Source: an optimization exercise on an open RTL-to-GDS flow (aim: small area). Production flows keep margins and buffers that such runs may drop. Function was checked by simulation only, so behaviour that the tests miss may differ from the original.

==> flow/design.v (excerpt) <==
module syscall_regfile #(
  parameter int XLEN   = 32,
  parameter int NREGS  = 32,
  parameter int NUM_RD = 2,
  parameter int A0_IDX = 10,
  parameter int A7_IDX = 17,
  parameter int BYPASS = 0,
  localparam int AW    = $clog2(NREGS)
) (
  input  logic                   clk,
  input  logic                   reset,
  input  logic [NUM_RD*AW-1:0]   rs,
  output logic [NUM_RD*XLEN-1:0] rd_data,
  input  logic [AW-1:0]          rd,
  input  logic [XLEN-1:0]        wr_data,
  input  logic                   reg_write,
  input  logic                   ecall,
  input  logic [XLEN-1:0]        test_case,
  input  logic [XLEN-1:0]        io_in_data,
  input  logic                   io_in_valid,
  output logic                   io_in_ready,
  output logic [XLEN-1:0]        io_out_data,
  output logic                   io_out_valid,
  input  logic                   io_out_ready,
  output logic                   stall,
  output logic                   halted,
  output logic [7:0]             led_out
);
For scale: ~2300 cells after synthesis, roughly 230 I/O pins, about 0.042 mm2 of cells after synthesis.
==> flow/config.mk <==
export PLATFORM = sky130hd
export DESIGN_NAME = syscall_regfile
export DESIGN_NICKNAME = syscall_regfile
export VERILOG_FILES = /design/flow/design.v
export SDC_FILE = /design/flow/constraint.sdc
export NUM_CORES = 4
export LEC_CHECK = 0
export CAP_MARGIN = 20
export CORE_MARGIN = 2
export CORE_UTILIZATION = 65
export CTS_BUF_LIST = sky130_fd_sc_hd__clkbuf_8
export CTS_CLUSTER_DIAMETER = 55
export CTS_CLUSTER_SIZE = 18
export SLEW_MARGIN = 20
export SYNTH_HIERARCHICAL = 1
==> flow/constraint.sdc <==
create_clock -name core_clock -period 8.0 [get_ports {clk}]
set_input_delay 1.6000 -clock core_clock [delete_from_list [all_inputs] [get_ports {clk}]]
set_output_delay 1.6000 -clock core_clock [all_outputs]
set_load 0.01 [all_outputs]
standard.sh (not shown) runs the stock make flow with config.mk's settings and CLKGATE_MAP_FILE= SYNTH_SCRIPT=/design/flow/synth_recipe.tcl, a recipe that flattens the netlist after the stock synthesis.
==> flow/flow/run.sh <==
#!/bin/bash
# Own layout flow: the standard ORFS flow (standard.sh, unchanged
# synthesis), with three layout choices changed through ORFS's own variables:
#  - port buffers use the smallest buffer, sky130_fd_sc_hd__buf_1;
#  - clock tree synthesis inserts no dummy loads and builds the tree from
#    clkbuf_8 only, in clusters of up to 18 registers;
#  - repair during placement buffers with buf_1 and buf_2 only
#    (flow/placement_buffers.tcl).
# Every port still gets its buffer and the clock reaches every register
# through the buffered tree. All tool output is kept in ./logs_flow/ and in
# ORFS's own logs under ./orfs/logs/.
set -euo pipefail
mkdir -p logs_flow
export BUFFER_PORTS_ARGS="-buffer_cell sky130_fd_sc_hd__buf_1"
export CTS_ARGS="-sink_clustering_enable -repair_clock_nets -dont_use_dummy_load -buf_list {sky130_fd_sc_hd__clkbuf_8} -sink_clustering_size 18 -sink_clustering_max_diameter 55"
export PRE_GLOBAL_PLACE_TCL="$PWD/flow/placement_buffers.tcl"
export PRE_RESIZE_TCL="$PWD/flow/placement_buffers.tcl"
bash standard.sh > logs_flow/standard.log 2>&1
==> flow/flow/placement_buffers.tcl <==
# Sourced before global placement and before the post-placement resize:
# timing and design-rule repair may buffer only with buf_1 and buf_2.
set_dont_use [get_lib_cells {sky130_fd_sc_hd__buf_4 sky130_fd_sc_hd__buf_6 sky130_fd_sc_hd__buf_8 sky130_fd_sc_hd__buf_12 sky130_fd_sc_hd__buf_16 sky130_fd_sc_hd__dlygate* sky130_fd_sc_hd__clkdlybuf* sky130_fd_sc_hd__dlymetal* sky130_fd_sc_hd__bufbuf* sky130_fd_sc_hd__clkbuf_*}]
Then changed:
==> flow/flow/run.sh (replaced) <==
#!/bin/bash
# Own layout flow: the standard ORFS flow (standard.sh, unchanged
# synthesis), with two layout choices changed through ORFS's own variables:
#  - port buffers use the smallest buffer, sky130_fd_sc_hd__buf_1;
#  - clock tree synthesis inserts no dummy loads and builds the tree from
#    the small clock buffers in CTS_BUF_LIST.
# Every port still gets its buffer and the clock reaches every register
# through the buffered tree. All tool output is kept in ./logs_flow/ and in
# ORFS's own logs under ./orfs/logs/.
set -euo pipefail
mkdir -p logs_flow
export BUFFER_PORTS_ARGS="-buffer_cell sky130_fd_sc_hd__buf_1"
export CTS_ARGS="-sink_clustering_enable -repair_clock_nets -dont_use_dummy_load -buf_list {sky130_fd_sc_hd__clkbuf_4 sky130_fd_sc_hd__clkbuf_8}"
bash standard.sh > logs_flow/standard.log 2>&1
--- a/flow/config.mk
+++ b/flow/config.mk
@@ -10,4 +10,2 @@
-export CORE_UTILIZATION = 65
-export CTS_BUF_LIST = sky130_fd_sc_hd__clkbuf_8
-export CTS_CLUSTER_DIAMETER = 55
-export CTS_CLUSTER_SIZE = 18
+export CORE_UTILIZATION = 55
+export CTS_BUF_LIST = sky130_fd_sc_hd__clkbuf_4 sky130_fd_sc_hd__clkbuf_8
removed: flow/flow/placement_buffers.tcl
- count of clock-buffer cells in the layout rose by 94
- synthesized cell count stays the same
- sequential cell count does not change
- core utilization fell by 8.5 points
- routed wire length rose by a few percent
- sequential share of layout area fell by 2.6 points
Then changed:
--- a/flow/flow/run.sh
+++ b/flow/flow/run.sh
@@ -3 +3 @@
-# synthesis), with two layout choices changed through ORFS's own variables:
+# synthesis), with three layout choices changed through ORFS's own variables:
@@ -6 +6,3 @@
-#    the small clock buffers in CTS_BUF_LIST.
+#    clkbuf_8 only, in clusters of up to 16 registers;
+#  - repair during placement buffers with buf_1 and buf_2 only
+#    (flow/placement_buffers.tcl).
@@ -13 +15,3 @@
-export CTS_ARGS="-sink_clustering_enable -repair_clock_nets -dont_use_dummy_load -buf_list {sky130_fd_sc_hd__clkbuf_4 sky130_fd_sc_hd__clkbuf_8}"
+export CTS_ARGS="-sink_clustering_enable -repair_clock_nets -dont_use_dummy_load -buf_list {sky130_fd_sc_hd__clkbuf_8} -sink_clustering_size 16 -sink_clustering_max_diameter 80"
+export PRE_GLOBAL_PLACE_TCL="$PWD/flow/placement_buffers.tcl"
+export PRE_RESIZE_TCL="$PWD/flow/placement_buffers.tcl"
==> flow/flow/placement_buffers.tcl (new file) <==
# Sourced before global placement and before the post-placement resize:
# timing and design-rule repair may buffer only with buf_1 and buf_2.
set_dont_use [get_lib_cells {sky130_fd_sc_hd__buf_4 sky130_fd_sc_hd__buf_6 sky130_fd_sc_hd__buf_8 sky130_fd_sc_hd__buf_12 sky130_fd_sc_hd__buf_16 sky130_fd_sc_hd__dlygate* sky130_fd_sc_hd__clkdlybuf* sky130_fd_sc_hd__dlymetal* sky130_fd_sc_hd__bufbuf* sky130_fd_sc_hd__clkbuf_*}]
--- a/flow/config.mk
+++ b/flow/config.mk
@@ -10,2 +10,4 @@
-export CORE_UTILIZATION = 55
-export CTS_BUF_LIST = sky130_fd_sc_hd__clkbuf_4 sky130_fd_sc_hd__clkbuf_8
+export CORE_UTILIZATION = 65
+export CTS_BUF_LIST = sky130_fd_sc_hd__clkbuf_8
+export CTS_CLUSTER_DIAMETER = 80
+export CTS_CLUSTER_SIZE = 16
Outcome:
- core utilization is higher by 8.5 points
- fmax is lower by 7.1%
- non-clock buffer count is higher by 35
- die area is lower by 15%
- synthesized cell count does not change
Then changed:
==> flow/run.sh (new file) <==
#!/bin/bash
# synth_recipe.tcl (not shown) runs the flow's synth.tcl, then flattens the netlist and writes it again
# the make line also repeats each setting of config.mk as NAME=value (left out here)
make -C /OpenROAD-flow-scripts/flow DESIGN_CONFIG=/design/flow/config.mk WORK_HOME=/design/flow/orfs CLKGATE_MAP_FILE= SYNTH_SCRIPT=/design/flow/synth_recipe.tcl finish
--- a/flow/config.mk
+++ b/flow/config.mk
@@ -10,4 +10 @@
-export CORE_UTILIZATION = 65
-export CTS_BUF_LIST = sky130_fd_sc_hd__clkbuf_8
-export CTS_CLUSTER_DIAMETER = 80
-export CTS_CLUSTER_SIZE = 16
+export CORE_UTILIZATION = 55
removed: flow/flow/run.sh
removed: flow/flow/placement_buffers.tcl
removed: flow/standard.sh
Cell area grows by roughly a tenth.
Sequential share of layout area shrinks by 5.8 points.
Flip-flop and latch count stays the same.
Final cell count grows by a few percent.
Clock-buffer cell count grows by 65.
Core utilization shrinks by 5.3 points.
Fmax shrinks by a few percent.
Then changed:
==> flow/flow/run.sh (new file) <==
#!/bin/bash
# Own layout flow: the standard ORFS flow (standard.sh, unchanged
# synthesis), with three layout choices changed through ORFS's own variables:
#  - port buffers use the smallest buffer, sky130_fd_sc_hd__buf_1;
#  - clock tree synthesis inserts no dummy loads and builds the tree from
#    clkbuf_8 only, in clusters of up to 16 registers;
#  - repair during placement buffers with buf_1 and buf_2 only
#    (flow/placement_buffers.tcl).
# Every port still gets its buffer and the clock reaches every register
# through the buffered tree. All tool output is kept in ./logs_flow/ and in
# ORFS's own logs under ./orfs/logs/.
set -euo pipefail
mkdir -p logs_flow
export BUFFER_PORTS_ARGS="-buffer_cell sky130_fd_sc_hd__buf_1"
export CTS_ARGS="-sink_clustering_enable -repair_clock_nets -dont_use_dummy_load -buf_list {sky130_fd_sc_hd__clkbuf_8} -sink_clustering_size 16 -sink_clustering_max_diameter 80"
export PRE_GLOBAL_PLACE_TCL="$PWD/flow/placement_buffers.tcl"
export PRE_RESIZE_TCL="$PWD/flow/placement_buffers.tcl"
bash standard.sh > logs_flow/standard.log 2>&1
==> flow/flow/placement_buffers.tcl (new file) <==
# Sourced before global placement and before the post-placement resize:
# timing and design-rule repair may buffer only with buf_1 and buf_2.
set_dont_use [get_lib_cells {sky130_fd_sc_hd__buf_4 sky130_fd_sc_hd__buf_6 sky130_fd_sc_hd__buf_8 sky130_fd_sc_hd__buf_12 sky130_fd_sc_hd__buf_16 sky130_fd_sc_hd__dlygate* sky130_fd_sc_hd__clkdlybuf* sky130_fd_sc_hd__dlymetal* sky130_fd_sc_hd__bufbuf* sky130_fd_sc_hd__clkbuf_*}]
==> flow/standard.sh (new file) <==
#!/bin/bash
# synth_recipe.tcl (not shown) runs the flow's synth.tcl, then flattens the netlist and writes it again
# the make line also repeats each setting of config.mk as NAME=value (left out here)
make -C /OpenROAD-flow-scripts/flow DESIGN_CONFIG=/design/flow/config.mk WORK_HOME=/design/flow/orfs CLKGATE_MAP_FILE= SYNTH_SCRIPT=/design/flow/synth_recipe.tcl "${@:-finish}"
--- a/flow/config.mk
+++ b/flow/config.mk
@@ -10 +10,4 @@
-export CORE_UTILIZATION = 55
+export CORE_UTILIZATION = 72
+export CTS_BUF_LIST = sky130_fd_sc_hd__clkbuf_8
+export CTS_CLUSTER_DIAMETER = 80
+export CTS_CLUSTER_SIZE = 16
removed: flow/run.sh
Result:
- maximum frequency goes up by a few percent
- worst hold slack improves by 0.015 ns
- count of clock-buffer cells in the layout drops by 65

==> re-timing with driven ports <==
How much do the figures lean on ideal ports? The routed layouts below were timed once more, with nothing changed but the port constraints.
Step 1: set_driving_cell puts a clkbuf_16 on clk and a buf_2 on each other input, an assumption about the parent block.
Step 2 moves the port delays by t, midway between the first and last clock arrival at a register: inputs arrive t later, outputs are due t later. That takes back most of the time a late clock gives input paths.
a / b / c = ideal ports / drivers / drivers and shift; a / b = the first two.
run	t, ns	setup slack, ns	clock arrival spread, ns
the first run	0.762	1.263 / 1.239 / 1.239	0.070 / 0.069
the second run	0.858	1.666 / 1.636 / 1.636	0.090 / 0.090
the third run	0.769	1.184 / 1.164 / 1.164	0.056 / 0.056
the fourth run	0.748	0.940 / 0.911 / 0.911	0.023 / 0.023
the fifth run	0.764	1.201 / 1.173 / 1.173	0.057 / 0.058
After both steps setup and hold are still met in every run listed. The setup slack of the second run, which loses most, moves by -0.030 ns with the drivers and by -0.030 ns with both steps.
